Context: an optimization exercise on an open-source flow, tuned for small area, a short achievable clock period and few clock cycles per item. The choices shown serve that exercise and are no tape-out recipe.
Function was checked by simulation only, so behaviour that the tests miss may differ from the original.
Power and IR drop assume default switching activity.

==> flow/design.v <==
`default_nettype none
module byte_stream_find_replace #(
  parameter int MAX_PATTERN     = 16,
  parameter int MAX_REPLACEMENT = 16
) (
  input  wire logic        clk,
  input  wire logic        rst_n,
  input  wire logic        cfg_we,
  input  wire logic [2:0]  cfg_index,
  input  wire logic [63:0] cfg_wdata,
  input  wire logic        in_tvalid,
  output logic             in_tready,
  input  wire logic [7:0]  in_tdata,
  input  wire logic        in_tlast,
  output logic             out_tvalid,
  input  wire logic        out_tready,
  output logic [7:0]       out_tdata,
  output logic             out_tuser,
  output logic             out_tlast
);
  localparam int DEPTH = 16;
  localparam int AW    = 4;
  logic         pzero_r;
  logic [3:0]   pm1_r;
  logic         rzero_r;
  logic [3:0]   rm1_r;
  logic [127:0] pat_r;
  logic [127:0] rep_r;
  logic [4:0]   wlen;
  logic         plen_we;
  assign wlen    = (cfg_wdata[4] && (cfg_wdata[3:0] != 4'd0)) ? 5'd16 : cfg_wdata[4:0];
  assign plen_we = cfg_we && (cfg_index == 3'd0);
  always_ff @(posedge clk) begin
    if (!rst_n) begin
      pzero_r <= 1'b1;
      pm1_r   <= '0;
      rzero_r <= 1'b1;
      rm1_r   <= '0;
      pat_r   <= '0;
      rep_r   <= '0;
    end else if (cfg_we) begin
      case (cfg_index)
        3'd0: begin pzero_r <= (wlen == 5'd0); pm1_r <= 4'(wlen - 5'd1); end
        3'd1: pat_r[63:0]   <= cfg_wdata;
        3'd2: pat_r[127:64] <= cfg_wdata;
        3'd3: begin rzero_r <= (wlen == 5'd0); rm1_r <= 4'(wlen - 5'd1); end
        3'd4: rep_r[63:0]   <= cfg_wdata;
        3'd5: rep_r[127:64] <= cfg_wdata;
        default: ;
      endcase
    end
  end
  logic        rdy_r;
  logic        v1_r;
  logic [7:0]  b1_r;
  logic        l1_r;
  logic [15:0] eq_in;
  logic        v1_nxt;
  always_comb begin
    for (int k = 0; k < 16; k++) begin
      eq_in[k] = (in_tdata == pat_r[8*k +: 8]);
    end
  end
  logic [15:0] pm_oh;
  logic [15:0] rm_oh;
  always_comb begin
    for (int k = 0; k < 16; k++) begin
      pm_oh[k] = !pzero_r && (pm1_r == 4'(k));
      rm_oh[k] = (rm1_r == 4'(k));
    end
  end
  assign in_tready = rdy_r;
  assign v1_nxt    = rdy_r ? in_tvalid : v1_r;
  always_ff @(posedge clk) begin
    if (!rst_n) begin
      v1_r <= 1'b0;
    end else begin
      v1_r <= v1_nxt;
    end
  end
  logic [9:0]    mem_r [DEPTH];    
  logic [AW:0]   wr_ptr_r;
  logic [AW:0]   c_ptr_r;
  logic [AW:0]   rd_ptr_r;
  logic [AW:0]   wr_nxt;
  logic [AW:0]   c_nxt;
  logic [3:0]    w_r;
  logic [3:0]    w_nxt;
  logic [15:0]   dn_r;            
  logic [15:0]   d_base;          
  logic [15:0]   d_in;
  logic          m_r;             
  logic          full_r;          
  logic          go;
  logic          match;
  logic          commit_all;
  logic          wr_rep;
  logic          nf_nxt;
  assign go         = v1_r && rdy_r;
  assign match      = m_r;
  assign commit_all = l1_r || pzero_r;
  assign wr_rep     = !rzero_r || l1_r;
  assign d_in       = {d_base[14:0], 1'b1} & eq_in;
  logic eqp_in;
  logic pfx_base;
  assign eqp_in   = |(eq_in & pm_oh);
  assign pfx_base = |({d_base[14:0], 1'b1} & pm_oh);
  always_ff @(posedge clk) begin
    if (rdy_r) begin
      m_r   <= eqp_in && pfx_base;
      b1_r  <= in_tdata;
      l1_r  <= in_tlast;
    end
  end
  always_comb begin
    wr_nxt = wr_ptr_r;
    c_nxt  = c_ptr_r;
    w_nxt  = w_r;
    d_base = dn_r;
    if (plen_we) begin
      wr_nxt = c_ptr_r;
      w_nxt  = '0;
      d_base = '0;
    end else if (go) begin
      if (match) begin
        c_nxt  = c_ptr_r + (wr_rep ? 1'b1 : 1'b0);
        wr_nxt = c_ptr_r + (wr_rep ? 1'b1 : 1'b0);
        w_nxt  = '0;
        d_base = '0;
      end else if (commit_all) begin
        c_nxt  = wr_ptr_r + 1'b1;
        wr_nxt = wr_ptr_r + 1'b1;
        w_nxt  = '0;
        d_base = '0;
      end else if (full_r) begin
        c_nxt  = c_ptr_r + 1'b1;
        wr_nxt = wr_ptr_r + 1'b1;
      end else begin
        wr_nxt = wr_ptr_r + 1'b1;
        w_nxt  = w_r + 1'b1;
      end
    end
  end
  assign nf_nxt = !((wr_nxt[AW-1:0] == rd_ptr_r[AW-1:0]) && (wr_nxt[AW] != rd_ptr_r[AW]));
  always_ff @(posedge clk) begin
    if (!rst_n) begin
      rdy_r    <= 1'b1;
      wr_ptr_r <= '0;
      c_ptr_r  <= '0;
      w_r      <= '0;
      dn_r     <= '0;
      full_r   <= 1'b0;
    end else begin
      rdy_r    <= !v1_nxt || nf_nxt;
      wr_ptr_r <= wr_nxt;
      c_ptr_r  <= c_nxt;
      w_r      <= w_nxt;
      dn_r     <= (rdy_r && in_tvalid) ? d_in : d_base;
      full_r   <= (w_nxt == pm1_r);
    end
  end
  always_ff @(posedge clk) begin
    for (int i = 0; i < DEPTH; i++) begin
      if (go && (match ? (wr_rep && (c_ptr_r[AW-1:0] == AW'(i)))
                       : (wr_ptr_r[AW-1:0] == AW'(i)))) begin
        mem_r[i] <= {match, l1_r, b1_r};
      end
    end
  end
  logic [9:0]  head;
  logic [7:0]  repb;
  logic        h_valid;
  logic        h_rep;
  logic        load;
  logic        step;
  logic        fin;
  logic [15:0] rd_oh_r;
  logic [15:0] ix_oh_r;
  logic [15:0] ix_oh_nxt;
  logic        idxl_r;             
  logic        ovalid_r;
  logic [7:0]  odata_r;
  logic        ouser_r;
  logic        olast_r;
  always_comb begin
    head = '0;
    repb = '0;
    for (int i = 0; i < DEPTH; i++) begin
      head = head | (mem_r[i] & {10{rd_oh_r[i]}});
      repb = repb | (rep_r[8*i +: 8] & {8{ix_oh_r[i]}});
    end
  end
  assign h_rep     = head[9];
  assign h_valid   = (rd_ptr_r != c_ptr_r);
  assign load      = !ovalid_r || out_tready;
  assign step      = load && h_valid;
  assign fin       = !h_rep || rzero_r || idxl_r;
  assign ix_oh_nxt = !step ? ix_oh_r : (fin ? 16'd1 : {ix_oh_r[14:0], 1'b0});
  always_ff @(posedge clk) begin
    if (!rst_n) begin
      ovalid_r <= 1'b0;
      rd_ptr_r <= '0;
      rd_oh_r  <= 16'd1;
      ix_oh_r  <= 16'd1;
      idxl_r   <= 1'b0;
    end else begin
      if (load) begin
        ovalid_r <= h_valid;
      end
      if (step && fin) begin
        rd_ptr_r <= rd_ptr_r + 1'b1;
        rd_oh_r  <= {rd_oh_r[14:0], rd_oh_r[15]};
      end
      ix_oh_r <= ix_oh_nxt;
      idxl_r  <= |(ix_oh_nxt & rm_oh);
    end
  end
  always_ff @(posedge clk) begin
    if (step) begin
      odata_r <= !h_rep ? head[7:0] : (rzero_r ? 8'd0 : repb);
      ouser_r <= !(h_rep && rzero_r);
      olast_r <= head[8] && fin;
    end
  end
  assign out_tvalid = ovalid_r;
  assign out_tdata  = odata_r;
  assign out_tuser  = ouser_r;
  assign out_tlast  = olast_r;
endmodule
`default_nettype wire
==> flow/config.mk <==
export PLATFORM = sky130hd
export DESIGN_NAME = byte_stream_find_replace
export DESIGN_NICKNAME = byte_stream_find_replace
export VERILOG_FILES = /design/flow/design.v
export SDC_FILE = /design/flow/constraint.sdc
export NUM_CORES = 4
export LEC_CHECK = 0
export CAP_MARGIN = 20
export CORE_MARGIN = 2
export CORE_UTILIZATION = 60
export SETUP_SLACK_MARGIN = 4.0
export SLEW_MARGIN = 20
==> flow/constraint.sdc <==
create_clock -name core_clock -period 6.5 [get_ports {clk}]
set_input_delay 1.3000 -clock core_clock [delete_from_list [all_inputs] [get_ports {clk}]]
set_output_delay 1.3000 -clock core_clock [all_outputs]
set_load 0.01 [all_outputs]
standard.sh (not shown) runs the stock make flow with config.mk's settings and CLKGATE_MAP_FILE= SYNTH_SCRIPT=/design/flow/synth_recipe.tcl, a recipe that flattens the netlist after the stock synthesis.
==> flow/flow/run.sh <==
#!/bin/bash
# Standard layout, with two changes: the clock tree uses no dummy loads, and
# ports are buffered with buf_2 cells. The make output goes to make.log here;
# each ORFS step keeps its own log under orfs/logs.
set -euo pipefail
export CTS_ARGS="-sink_clustering_enable -repair_clock_nets -dont_use_dummy_load -sink_clustering_size 30 -sink_clustering_max_diameter 100"
export BUFFER_PORTS_ARGS="-buffer_cell sky130_fd_sc_hd__buf_2"
bash standard.sh finish > make.log 2>&1
The starting point completed with no timing, DRC or antenna violations.
Testbench counts at the start, summed over its fixed seeds: cycles 95,180, items 28,800.
Then changed:
--- a/flow/flow/run.sh
+++ b/flow/flow/run.sh
@@ -6 +6 @@
-export CTS_ARGS="-sink_clustering_enable -repair_clock_nets -dont_use_dummy_load -sink_clustering_size 30 -sink_clustering_max_diameter 100"
+export CTS_ARGS="-sink_clustering_enable -repair_clock_nets -dont_use_dummy_load -sink_clustering_size 24 -sink_clustering_max_diameter 80"
- CORE_UTILIZATION: 60 -> 80
=> Die area decreases by 25%. Routed wire length decreases by 3.1%. Sequential power hardly moves. Sequential share of layout area increases by 0.32 points. Register-to-register slack stays flat. Power increases by 2.5%. Core utilization increases by 21 points. Fmax is about the same. Via count increases by 4.3%.
Then changed:
--- a/flow/flow/run.sh
+++ b/flow/flow/run.sh
@@ -6 +6 @@
-export CTS_ARGS="-sink_clustering_enable -repair_clock_nets -dont_use_dummy_load -sink_clustering_size 24 -sink_clustering_max_diameter 80"
+export CTS_ARGS="-sink_clustering_enable -repair_clock_nets -dont_use_dummy_load -sink_clustering_size 30 -sink_clustering_max_diameter 80"
- CORE_UTILIZATION: 80 -> 60
Outcome: Power barely changes. Cell count is higher by a few percent. Utilization came out lower by 21 points. Via count came out lower by a few percent. Clock-buffer cell count increases by 1. Die area came out higher by a quarter to a third.
Then changed:
--- a/flow/flow/run.sh
+++ b/flow/flow/run.sh
@@ -6 +6 @@
-export CTS_ARGS="-sink_clustering_enable -repair_clock_nets -dont_use_dummy_load -sink_clustering_size 30 -sink_clustering_max_diameter 80"
+export CTS_ARGS="-sink_clustering_enable -repair_clock_nets -dont_use_dummy_load"
Result: Clock-buffer cell count increases by 26. Hold slack barely changes. Wire length climbs by 1.1%. Cell area came out higher by 2.8%. Synthesized area does not change. Critical path depth decreases by 5.
Then changed:
--- a/flow/flow/run.sh
+++ b/flow/flow/run.sh
@@ -6 +6 @@
-export CTS_ARGS="-sink_clustering_enable -repair_clock_nets -dont_use_dummy_load"
+export CTS_ARGS="-sink_clustering_enable -repair_clock_nets -dont_use_dummy_load -sink_clustering_size 24 -sink_clustering_max_diameter 80"
- CORE_UTILIZATION: 60 -> 70
- SETUP_SLACK_MARGIN: 4.0 -> 4.1
Result: Total power falls by about 12%; die area falls by 14%; first-iteration DRC count rises by about 25%; utilization rises by 10 points; final area falls by about 1.5%; area after synthesis is unchanged; routed wire length falls by about 5.7%; count of clock-buffer cells in the layout falls by 27.
Then changed:
- CORE_UTILIZATION: 70 -> 60
- SETUP_SLACK_MARGIN: 4.1 -> 4.0
=>
- clock-buffer cell count is higher by 2
- fmax is lower by 1.9%
- total power is higher by 0.59%
- via count is lower by 0.92%

[afterwards: timing with drivers on the ports]
Ports are ideal in the flow. The routed layouts listed here were re-timed in OpenROAD. Step 1, drivers: a clkbuf_16 drives clk and a buf_2 each remaining input, both assumed. Step 2, shift: input delay + t, output delay - t, t = (earliest + latest rising clock arrival at the registers) / 2. This alone moves slack from input paths to output paths. Slacks: no drivers / after step 1 / after step 2; pairs: no drivers / after step 1.
| run | t (ns) | setup slack, ns | hold slack, ns | worst setup path at the end | worst slew at a driven data input, ns |
|---|---|---|---|---|---|
| the first run | 0.613 | 4.037 / 3.993 / 3.445 | 0.462 / 0.462 / 0.462 | input to register | 0.11 |
| the second run | 0.613 | 4.037 / 4.003 / 3.456 | 0.453 / 0.453 / 0.453 | input to register | 0.10 |
| the third run | 0.621 | 3.961 / 3.973 / 3.377 | 0.457 / 0.457 / 0.457 | input to register | 0.11 |
| the fourth run | 0.636 | 4.036 / 3.979 / 3.414 | 0.454 / 0.454 / 0.454 | input to register | 0.12 |
| the fifth run | 0.621 | 4.039 / 3.984 / 3.425 | 0.460 / 0.460 / 0.460 | input to register | 0.13 |
| the sixth run | 0.624 | 3.991 / 3.976 / 3.373 | 0.458 / 0.458 / 0.458 | input to register | 0.11 |
After both steps setup and hold are still met in every run listed. The setup slack of the fourth run, which loses most, moves by -0.057 ns with the drivers and by -0.622 ns with both steps.
